This is an optimization exercise on Yosys and OpenROAD, whose aim is small area, not a production implementation.
Function was checked by simulation only, so behaviour that the tests miss may differ from the original.
The clock port is modelled as an ideal driver, which makes a skipped or thinned clock tree look cheaper than it is; a real chip needs a root buffer or a tree.
Power and IR drop assume default switching activity.

// calendar_time_add_minutes
module calendar_time_add_minutes #(
    parameter int MAX_ADD_MINUTES = 65535
) (
    input  wire logic                     clk,
    input  wire logic                     rst_n,
    input  wire logic                     cmd_valid,
    output wire logic                     cmd_ready,
    input  wire logic                     cmd_req_type,
    input  wire logic [cta_pkg::ADD_W-1:0]    cmd_add_minutes,
    input  wire logic [cta_pkg::DAY_W-1:0]    cmd_load_day,
    input  wire logic [cta_pkg::MONTH_W-1:0]  cmd_load_month,
    input  wire logic [cta_pkg::YEAR_W-1:0]   cmd_load_year,
    input  wire logic [cta_pkg::HOUR_W-1:0]   cmd_load_hour,
    input  wire logic [cta_pkg::MINUTE_W-1:0] cmd_load_minute,
    output wire logic                     rsp_valid,
    input  wire logic                     rsp_ready,
    output wire logic [cta_pkg::DAY_W-1:0]    rsp_out_day,
    output wire logic [cta_pkg::MONTH_W-1:0]  rsp_out_month,
    output wire logic [cta_pkg::YEAR_W-1:0]   rsp_out_year,
    output wire logic [cta_pkg::HOUR_W-1:0]   rsp_out_hour,
    output wire logic [cta_pkg::MINUTE_W-1:0] rsp_out_minute,
    output wire logic                     rsp_leap_flag,
    output wire logic [cta_pkg::DAY_W-1:0]    rsp_month_length
);
Size in the first run: ~370 cells after synthesis, about 2700 µm² of cells after synthesis.
Settings: LEC_CHECK=0, CAP_MARGIN=20, CORE_MARGIN=2, CORE_UTILIZATION=40, SLEW_MARGIN=20; clock period 10.0 ns.
standard.sh (not shown) runs the stock make flow with config.mk's settings and CLKGATE_MAP_FILE= SYNTH_SCRIPT=/design/flow/synth_recipe.tcl, a recipe that flattens the netlist after the stock synthesis.
==> flow/flow/run.sh <==
#!/bin/bash
# The standard layout (standard.sh), with these changes:
#  - synthesis maps the logic with an area-oriented ABC script (flow/abc.script,
#    run with eight seeds of its &deepsyn step, keeping the smallest result;
#    flow/synth.tcl is synth_recipe.tcl plus that one change), without the
#    platform's adder cells and the Kogge-Stone carry map;
#  - the port buffers are the smallest buffer cell;
#  - the clock port drives four clkbuf_8, each feeding a quarter of the
#    flip-flops (flow/pre_cts.tcl), in place of the clock tree synthesis;
#    the rest of the flow is unchanged.
set -euo pipefail
here=$(pwd)
export MY_ABC_SCRIPT=$here/flow/abc.script
export PRE_CTS_TCL=$here/flow/pre_cts.tcl
export BUFFER_PORTS_ARGS="-buffer_cell sky130_fd_sc_hd__buf_1"
sed -e "s#SYNTH_SCRIPT=[^ ]*#SYNTH_SCRIPT=$here/flow/synth.tcl ADDER_MAP_FILE= SYNTH_OPERATIONS_ARGS=-nofsm#" standard.sh > own.sh
bash own.sh > own.log 2>&1
==> flow/flow/pre_cts.tcl <==
# Clock distribution for this small design: the clock port drives 3
# clkbuf_8 buffers directly, each driving the clock pins of one group of
# flip-flops (the flip-flops split by position into thirds by x),
# in place of the clock tree that clock_tree_synthesis would build.
# Sourced by ORFS's cts.tcl (PRE_CTS_TCL) before its clock_tree_synthesis
# call, which it then turns into a no-op; the rest of cts.tcl (placement
# legalisation, timing repair) runs as usual.
set block [ord::get_db_block]
set clk_net [$block findNet clk]
set master [[ord::get_db] findMaster sky130_fd_sc_hd__clkbuf_8]
set pins {}
foreach it [$clk_net getITerms] {
  set loc [[$it getInst] getLocation]
  lappend pins [list $it [lindex $loc 0] [lindex $loc 1]]
}
proc split_by { items idx } {
  set s [lsort -integer -index $idx $items]
  set h [expr {[llength $s] / 2}]
  return [list [lrange $s 0 [expr {$h - 1}]] [lrange $s $h end]]
}
# three groups: thirds by x
set s [lsort -integer -index 1 $pins]
set n3 [expr {([llength $s] + 2) / 3}]
set groups [list [lrange $s 0 [expr {$n3 - 1}]] [lrange $s $n3 [expr {2 * $n3 - 1}]] [lrange $s [expr {2 * $n3}] end]]
set k 0
foreach grp $groups {
  set buf [odb::dbInst_create $block $master clkbuf_leaf_$k]
  set net [odb::dbNet_create $block clknet_leaf_$k]
  $net setSigType CLOCK
  set xs 0
  set ys 0
  foreach p $grp {
    lassign $p it x y
    incr xs $x
    incr ys $y
    $it disconnect
    $it connect $net
  }
  [$buf findITerm A] connect $clk_net
  [$buf findITerm X] connect $net
  set n [llength $grp]
  $buf setLocation [expr {$xs / $n}] [expr {$ys / $n}]
  $buf setPlacementStatus PLACED
  puts "pre_cts: clkbuf_leaf_$k drives $n clock pins"
  incr k
}
rename clock_tree_synthesis orfs_clock_tree_synthesis
proc clock_tree_synthesis { args } {
  puts "clock_tree_synthesis skipped: clock buffered by pre_cts.tcl"
}
==> flow/flow/synth.tcl <==
# The standard flow's synthesis script (synth_recipe.tcl), with one change: the technology
# mapping is done by our own area-oriented ABC script (flow/abc.script), tried
# with a few random seeds of its &deepsyn step, keeping the smallest result.
proc synth {args} { yosys synth -nofsm -noshare {*}$args }
proc abc_area_now {} {
  set lib_args ""
  foreach lib $::env(LIB_FILES) { append lib_args "-liberty $lib " }
  set s [tee -q -s result.string stat {*}$lib_args]
  regexp {Chip area for module[^:]*: *([0-9.]+)} $s -> a
  return $a
}
proc abc {args} {
  set i [lsearch -exact $args -script]
  set fh [open $::env(MY_ABC_SCRIPT) r]
  set tmpl [read $fh]
  close $fh
  yosys design -save pre_abc
  set best -1
  foreach seed {0 1 2 3 4 5 6 7} {
    yosys design -load pre_abc
    set f $::env(RESULTS_DIR)/abc_seed$seed.script
    set fh [open $f w]
    puts $fh [string map [list @SEED@ $seed] $tmpl]
    close $fh
    set a2 [lreplace $args $i [expr {$i + 1}] -script $f]
    yosys abc {*}$a2
    set area [abc_area_now]
    puts "abc seed $seed: area $area"
    if { $best < 0 || $area < $best } {
      set best $area
      yosys design -save best_abc
    }
  }
  yosys design -load best_abc
  puts "abc: kept area $best"
}
source $::env(SCRIPTS_DIR)/synth.tcl
# left out here: clear keep_hierarchy, flatten, clean up, hide names made inside functions, write 1_2_yosys.v
Other scripts of this flow, unchanged in this note and not shown: flow/flow/abc.script
==> next run, changes <==
--- a/flow/flow/run.sh
+++ b/flow/flow/run.sh
@@ -4 +4 @@
-#    run with eight seeds of its &deepsyn step, keeping the smallest result;
+#    run with sixteen seeds of its &deepsyn step, keeping the smallest result;
--- a/flow/flow/pre_cts.tcl
+++ b/flow/flow/pre_cts.tcl
@@ -1 +1 @@
-# Clock distribution for this small design: the clock port drives 3
+# Clock distribution for this small design: the clock port drives 4
@@ -3 +3 @@
-# flip-flops (the flip-flops split by position into thirds by x),
+# flip-flops (the flip-flops split by position: halves by x, then by y),
@@ -21,4 +21,7 @@
-# three groups: thirds by x
-set s [lsort -integer -index 1 $pins]
-set n3 [expr {([llength $s] + 2) / 3}]
-set groups [list [lrange $s 0 [expr {$n3 - 1}]] [lrange $s $n3 [expr {2 * $n3 - 1}]] [lrange $s [expr {2 * $n3}] end]]
+set groups [list $pins]
+if { 4 >= 2 } { set groups [split_by $pins 1] }
+if { 4 >= 4 } {
+  set g {}
+  foreach grp $groups { foreach h [split_by $grp 2] { lappend g $h } }
+  set groups $g
+}
--- a/flow/flow/synth.tcl
+++ b/flow/flow/synth.tcl
@@ -3 +3 @@
-# with a few random seeds of its &deepsyn step, keeping the smallest result.
+# with sixteen random seeds of its &deepsyn step, keeping the smallest result.
@@ -19 +19 @@
-  foreach seed {0 1 2 3 4 5 6 7} {
+  foreach seed {0 1 2 3 4 5 6 7 8 9 10 11 12 13 14 15} {
After rerunning: Total power rises by 1.8%; wire length rises by 1.1%; register-to-register slack is better by 0.27 ns; worst hold slack is worse by 0.0063 ns; synthesized area rises by 0.60%; worst setup slack is better by 0.18 ns; final area rises by 1.2%; via count rises by 0.72%.
==> next run, changes <==
--- a/flow/flow/run.sh
+++ b/flow/flow/run.sh
@@ -3,4 +3,4 @@
-#  - synthesis maps the logic with an area-oriented ABC script (flow/abc.script,
-#    run with sixteen seeds of its &deepsyn step, keeping the smallest result;
-#    flow/synth.tcl is synth_recipe.tcl plus that one change), without the
-#    platform's adder cells and the Kogge-Stone carry map;
+#  - synthesis maps the logic with area-oriented ABC scripts (flow/abc*.script,
+#    each run with ten seeds of its &deepsyn step, keeping the smallest
+#    result; flow/synth.tcl is synth_recipe.tcl plus that one change), without
+#    the platform's adder cells and the Kogge-Stone carry map;
==> flow/flow/abc_am.script (new file) <==
strash
&get -n
&deepsyn -T 20 -S @SEED@
&put
amap -m -F 4 -A 8
==> flow/flow/abc_dnf.script (new file) <==
strash
&get -n
&deepsyn -T 20 -S @SEED@
&dch -f
&nf -p -R 1000
&put
==> flow/flow/abc_nf.script (new file) <==
strash
&get -n
&deepsyn -T 20 -S @SEED@
&nf -p -R 1000
&put
==> flow/flow/synth.tcl (replaced) <==
# The standard flow's synthesis script (synth_recipe.tcl), with one change: the technology
# mapping is done by our own area-oriented ABC scripts (flow/abc*.script, which
# map with amap or &nf, with or without structural choices), each tried with
# ten random seeds of its &deepsyn step, keeping the smallest result.
proc synth {args} { yosys synth -nofsm -noshare {*}$args }
proc abc_area_now {} {
  set lib_args ""
  foreach lib $::env(LIB_FILES) { append lib_args "-liberty $lib " }
  set s [tee -q -s result.string stat {*}$lib_args]
  regexp {Chip area for module[^:]*: *([0-9.]+)} $s -> a
  return $a
}
proc abc {args} {
  set i [lsearch -exact $args -script]
  set tmpls {}
  foreach name {abc.script abc_nf.script abc_dnf.script abc_am.script} {
    set fh [open [file join [file dirname $::env(MY_ABC_SCRIPT)] $name] r]
    lappend tmpls [read $fh]
    close $fh
  }
  yosys design -save pre_abc
  set best -1
  foreach seed {0 1 2 3 4 5 6 7 8 9} {
    foreach tmpl $tmpls k {0 1 2 3} {
      yosys design -load pre_abc
      set f $::env(RESULTS_DIR)/abc_seed${seed}_$k.script
      set fh [open $f w]
      puts $fh [string map [list @SEED@ $seed] $tmpl]
      close $fh
      set a2 [lreplace $args $i [expr {$i + 1}] -script $f]
      yosys abc {*}$a2
      set area [abc_area_now]
      puts "abc seed $seed script $k: area $area"
      if { $best < 0 || $area < $best } {
        set best $area
        yosys design -save best_abc
      }
    }
  }
  yosys design -load best_abc
  puts "abc: kept area $best"
}
source $::env(SCRIPTS_DIR)/synth.tcl
# left out here: clear keep_hierarchy, flatten, clean up, hide names made inside functions, write 1_2_yosys.v
The changed run went through all stages and came out clean.
Critical path depth stays the same.
Core utilization rises by 1.4 points.
Total power stays flat.
Area after synthesis came out lower by about 1%.
==> next run, changes <==
--- a/flow/flow/run.sh
+++ b/flow/flow/run.sh
@@ -3,4 +3,4 @@
-#  - synthesis maps the logic with area-oriented ABC scripts (flow/abc*.script,
-#    each run with ten seeds of its &deepsyn step, keeping the smallest
-#    result; flow/synth.tcl is synth_recipe.tcl plus that one change), without
-#    the platform's adder cells and the Kogge-Stone carry map;
+#  - synthesis maps the logic with an area-oriented ABC script (flow/abc.script,
+#    run with eight seeds of its &deepsyn step, keeping the smallest result;
+#    flow/synth.tcl is synth_recipe.tcl plus that one change), without the
+#    platform's adder cells and the Kogge-Stone carry map;
==> flow/flow/synth.tcl (replaced) <==
# The standard flow's synthesis script (synth_recipe.tcl), with one change: the technology
# mapping is done by our own area-oriented ABC script (flow/abc.script), tried
# with a few random seeds of its &deepsyn step, keeping the smallest result.
proc synth {args} { yosys synth -nofsm -noshare {*}$args }
proc abc_area_now {} {
  set lib_args ""
  foreach lib $::env(LIB_FILES) { append lib_args "-liberty $lib " }
  set s [tee -q -s result.string stat {*}$lib_args]
  regexp {Chip area for module[^:]*: *([0-9.]+)} $s -> a
  return $a
}
proc abc {args} {
  set i [lsearch -exact $args -script]
  set fh [open $::env(MY_ABC_SCRIPT) r]
  set tmpl [read $fh]
  close $fh
  yosys design -save pre_abc
  set best -1
  foreach seed {0 1 2 3 4 5 6 7} {
    yosys design -load pre_abc
    set f $::env(RESULTS_DIR)/abc_seed$seed.script
    set fh [open $f w]
    puts $fh [string map [list @SEED@ $seed] $tmpl]
    close $fh
    set a2 [lreplace $args $i [expr {$i + 1}] -script $f]
    yosys abc {*}$a2
    set area [abc_area_now]
    puts "abc seed $seed: area $area"
    if { $best < 0 || $area < $best } {
      set best $area
      yosys design -save best_abc
    }
  }
  yosys design -load best_abc
  puts "abc: kept area $best"
}
source $::env(SCRIPTS_DIR)/synth.tcl
# left out here: clear keep_hierarchy, flatten, clean up, hide names made inside functions, write 1_2_yosys.v
removed: flow/flow/abc_am.script
removed: flow/flow/abc_dnf.script
removed: flow/flow/abc_nf.script
After rerunning:
- die area goes up by 1.0%
- total power barely changes
- global-route usage increases by 0.18 points
- final cell count went up by 7.2%
- core utilization is lower by 1.4 points
- combinational power hardly moves
- via count rose by 4.5%
In every run of this note, the design's own scripts or RTL, not TritonCTS, make the clock network.

== run 1 ==
Another version of the RTL of calendar_time_add_minutes (not shown whole).
Size: ~53 flip-flops, about 100 I/O pins, about 2900 um^2 of cells after synthesis.
## calendar_time_add_minutes
module calendar_time_add_minutes #(
    parameter int MAX_ADD_MINUTES = 65535
) (
    input  wire logic                     clk,
    input  wire logic                     rst_n,
    input  wire logic                     cmd_valid,
    output wire logic                     cmd_ready,
    input  wire logic                     cmd_req_type,
    input  wire logic [cta_pkg::ADD_W-1:0]    cmd_add_minutes,
    input  wire logic [cta_pkg::DAY_W-1:0]    cmd_load_day,
    input  wire logic [cta_pkg::MONTH_W-1:0]  cmd_load_month,
    input  wire logic [cta_pkg::YEAR_W-1:0]   cmd_load_year,
    input  wire logic [cta_pkg::HOUR_W-1:0]   cmd_load_hour,
    input  wire logic [cta_pkg::MINUTE_W-1:0] cmd_load_minute,
    output wire logic                     rsp_valid,
    input  wire logic                     rsp_ready,
    output wire logic [cta_pkg::DAY_W-1:0]    rsp_out_day,
    output wire logic [cta_pkg::MONTH_W-1:0]  rsp_out_month,
    output wire logic [cta_pkg::YEAR_W-1:0]   rsp_out_year,
    output wire logic [cta_pkg::HOUR_W-1:0]   rsp_out_hour,
    output wire logic [cta_pkg::MINUTE_W-1:0] rsp_out_minute,
    output wire logic                     rsp_leap_flag,
    output wire logic [cta_pkg::DAY_W-1:0]    rsp_month_length
);
Settings: LEC_CHECK=0, CAP_MARGIN=20, CORE_MARGIN=2, CORE_UTILIZATION=40, SLEW_MARGIN=20; clock period 10.0 ns.
==> flow/flow/run.sh <==
#!/bin/bash
# The standard layout (standard.sh), with three changes:
#  - synthesis maps the logic with an area-oriented ABC script (flow/abc.script,
#    through flow/synth.tcl, which is synth_recipe.tcl plus that one change),
#    without the platform's adder cells and the Kogge-Stone carry map;
#  - the port buffers are the smallest buffer cell.
set -euo pipefail
here=$(pwd)
export MY_ABC_SCRIPT=$here/flow/abc.script
export CTS_ARGS="-sink_clustering_enable -repair_clock_nets -buf_list sky130_fd_sc_hd__clkbuf_8 -dont_use_dummy_load"
export BUFFER_PORTS_ARGS="-buffer_cell sky130_fd_sc_hd__buf_1"
sed -e "s#SYNTH_SCRIPT=[^ ]*#SYNTH_SCRIPT=$here/flow/synth.tcl ADDER_MAP_FILE= SYNTH_OPERATIONS_ARGS=-nofsm#" standard.sh > own.sh
bash own.sh > own.log 2>&1
==> flow/flow/abc.script <==
strash
&get -n
&deepsyn -T 20 -S @SEED@
&put
dch -f
amap -m -F 4 -A 8
==> flow/flow/synth.tcl <==
# The standard flow's synthesis script (synth_recipe.tcl), with one change: the technology
# mapping is done by our own area-oriented ABC script (flow/abc.script), tried
# with a few random seeds of its &deepsyn step, keeping the smallest result.
proc synth {args} { yosys synth -nofsm -noshare {*}$args }
proc abc_area_now {} {
  set lib_args ""
  foreach lib $::env(LIB_FILES) { append lib_args "-liberty $lib " }
  set s [tee -q -s result.string stat {*}$lib_args]
  regexp {Chip area for module[^:]*: *([0-9.]+)} $s -> a
  return $a
}
proc abc {args} {
  set i [lsearch -exact $args -script]
  set fh [open $::env(MY_ABC_SCRIPT) r]
  set tmpl [read $fh]
  close $fh
  yosys design -save pre_abc
  set best -1
  foreach seed {0 1 2 3} {
    yosys design -load pre_abc
    set f $::env(RESULTS_DIR)/abc_seed$seed.script
    set fh [open $f w]
    puts $fh [string map [list @SEED@ $seed] $tmpl]
    close $fh
    set a2 [lreplace $args $i [expr {$i + 1}] -script $f]
    yosys abc {*}$a2
    set area [abc_area_now]
    puts "abc seed $seed: area $area"
    if { $best < 0 || $area < $best } {
      set best $area
      yosys design -save best_abc
    }
  }
  yosys design -load best_abc
  puts "abc: kept area $best"
}
source $::env(SCRIPTS_DIR)/synth.tcl
# left out here: clear keep_hierarchy, flatten, clean up, hide names made inside functions, write 1_2_yosys.v
Relative to run 1, the following input files were edited for run 2:
Settings: setting CTS_BUF_LIST to sky130_fd_sc_hd__clkbuf_4 sky130_fd_sc_hd__clkbuf_8 for the first time.
-- flow/flow/run.sh --
<<< run 1, line 8
here=$(pwd)
export MY_ABC_SCRIPT=$here/flow/abc.script
export CTS_ARGS="-sink_clustering_enable -repair_clock_nets -buf_list sky130_fd_sc_hd__clkbuf_8 -dont_use_dummy_load"
export BUFFER_PORTS_ARGS="-buffer_cell sky130_fd_sc_hd__buf_1"
sed -e "s#SYNTH_SCRIPT=[^ ]*#SYNTH_SCRIPT=$here/flow/synth.tcl ADDER_MAP_FILE= SYNTH_OPERATIONS_ARGS=-nofsm#" standard.sh > own.sh
>>> run 2, line 8
here=$(pwd)
export MY_ABC_SCRIPT=$here/flow/abc.script
export BUFFER_PORTS_ARGS="-buffer_cell sky130_fd_sc_hd__buf_1"
sed -e "s#SYNTH_SCRIPT=[^ ]*#SYNTH_SCRIPT=$here/flow/synth.tcl ADDER_MAP_FILE= SYNTH_OPERATIONS_ARGS=-nofsm#" standard.sh > own.sh
Notes after the runs:
Run 2 vs. run 1: total instance count after detailed placement went down by 3. Status: cell area after synthesis parity (run 1, run 2). Run 1 completed end to end with timing, DRC and antenna clean. Run 2 finished end to end and its layout was clean on timing, DRC and antenna. The cell area after layout of run 2 is higher than that of run 1. Starting DRC count in detailed routing, run 2 and run 1: larger value in run 1. Run 2 ended up with a higher total power than run 1 did. Looking at maximum frequency across run 2 and run 1, the one that comes out higher is run 1.
Input-level comparison between run 3 and run 2:
Settings: CTS_BUF_LIST no longer set, was sky130_fd_sc_hd__clkbuf_4 sky130_fd_sc_hd__clkbuf_8.
-- flow/flow/run.sh --
<<< run 2, line 8
here=$(pwd)
export MY_ABC_SCRIPT=$here/flow/abc.script
export BUFFER_PORTS_ARGS="-buffer_cell sky130_fd_sc_hd__buf_1"
sed -e "s#SYNTH_SCRIPT=[^ ]*#SYNTH_SCRIPT=$here/flow/synth.tcl ADDER_MAP_FILE= SYNTH_OPERATIONS_ARGS=-nofsm#" standard.sh > own.sh
>>> run 3, line 8
here=$(pwd)
export MY_ABC_SCRIPT=$here/flow/abc.script
export CTS_ARGS="-repair_clock_nets -buf_list sky130_fd_sc_hd__clkbuf_16 -dont_use_dummy_load"
export BUFFER_PORTS_ARGS="-buffer_cell sky130_fd_sc_hd__buf_1"
sed -e "s#SYNTH_SCRIPT=[^ ]*#SYNTH_SCRIPT=$here/flow/synth.tcl ADDER_MAP_FILE= SYNTH_OPERATIONS_ARGS=-nofsm#" standard.sh > own.sh
Looking at clock buffer count, run 3 sits below run 2. Relative to run 2, run 3 degrades worst hold slack. [run 3] count of mapped cells out of synthesis rose about 0.9% relative to run 2. On sequential power, run 3 and run 2 are neck and neck.
Input-level comparison between run 4 and run 3:
Settings: CTS_CLUSTER_SIZE newly set to 30; CTS_BUF_LIST newly set to sky130_fd_sc_hd__clkbuf_8; CTS_CLUSTER_DIAMETER newly set to 200.
-- flow/flow/run.sh --
<<< run 3, line 8
here=$(pwd)
export MY_ABC_SCRIPT=$here/flow/abc.script
export CTS_ARGS="-repair_clock_nets -buf_list sky130_fd_sc_hd__clkbuf_16 -dont_use_dummy_load"
export BUFFER_PORTS_ARGS="-buffer_cell sky130_fd_sc_hd__buf_1"
sed -e "s#SYNTH_SCRIPT=[^ ]*#SYNTH_SCRIPT=$here/flow/synth.tcl ADDER_MAP_FILE= SYNTH_OPERATIONS_ARGS=-nofsm#" standard.sh > own.sh
>>> run 4, line 8
here=$(pwd)
export MY_ABC_SCRIPT=$here/flow/abc.script
export BUFFER_PORTS_ARGS="-buffer_cell sky130_fd_sc_hd__buf_1"
sed -e "s#SYNTH_SCRIPT=[^ ]*#SYNTH_SCRIPT=$here/flow/synth.tcl ADDER_MAP_FILE= SYNTH_OPERATIONS_ARGS=-nofsm#" standard.sh > own.sh
==> comparison <==
Comparing run 3 and run 4, the higher minimum clock period after layout is on run 4.
Compare run 3 and run 4 | clock group share of total power lower: run 4
From run 3 to run 4 the numbers moved as follows: count of multi-input gates lower; clock tree buffer count of the final layout higher; final worst setup slack lower; net switching component of the power higher.
Of run 3 and run 4, run 4 shows the lower power after layout, with run 3 above it.
The design area was comparable across run 3 and run 4.
> inputs changed (run 4 -> run 5)
Settings: CTS_CLUSTER_SIZE removed (was 30); CTS_BUF_LIST removed (was sky130_fd_sc_hd__clkbuf_8); CTS_CLUSTER_DIAMETER removed (was 200).
### Flow results
- Run 5 was carried through to the last stage, and its layout satisfied the timing, design-rule and antenna checks.
- Run 4 → run 5: routed wire length has remained practically unchanged; overall routing resource usage has remained practically unchanged; total power has remained practically unchanged; setup slack has increased; overall die height has remained practically unchanged.

[re-timing with driven ports]
The results above use ideal ports. As a check the final layouts listed here were re-extracted and re-timed, cells and wires unchanged. Step 1 (the two cells are an assumption about what drives the block):
set clk [get_ports {clk}]
set_driving_cell -lib_cell sky130_fd_sc_hd__clkbuf_16 $clk
set_driving_cell -lib_cell sky130_fd_sc_hd__buf_2 [delete_from_list [all_inputs] $clk]
Step 2, shift: input delay + t, output delay - t, t = (earliest + latest rising clock arrival at the registers) / 2. This alone moves slack from input paths to output paths. Three values: ideal, step 1, step 2; two values: the first two.
run | t (ns) | slack for setup (ns) | latest minus earliest clock arrival (ns)
the first run of note 1 | 0.213 | 4.842 / 4.869 / 4.655 | 0.011 / 0.011
the second run of note 1 | 0.199 | 5.025 / 5.000 / 4.913 | 0.014 / 0.014
the third run of note 1 | 0.200 | 5.529 / 5.488 / 5.353 | 0.005 / 0.006
the fourth run of note 1 | 0.199 | 5.025 / 5.000 / 4.913 | 0.014 / 0.014
run 1 | 0.315 | 5.301 / 5.306 / 4.991 | 0.027 / 0.028
run 2 | 0.326 | 4.642 / 4.642 / 4.642 | 0.014 / 0.014
run 3 | 0.307 | 5.328 / 5.338 / 5.031 | 0.020 / 0.020
run 4 | 0.326 | 4.629 / 4.629 / 4.629 | 0.014 / 0.013
run 5 | 0.327 | 4.645 / 4.645 / 4.645 | 0.013 / 0.013
After both steps every run listed still meets setup and hold. For run 1, which loses most, drivers alone change the setup slack by +0.005 ns; drivers and shift together by -0.310 ns.
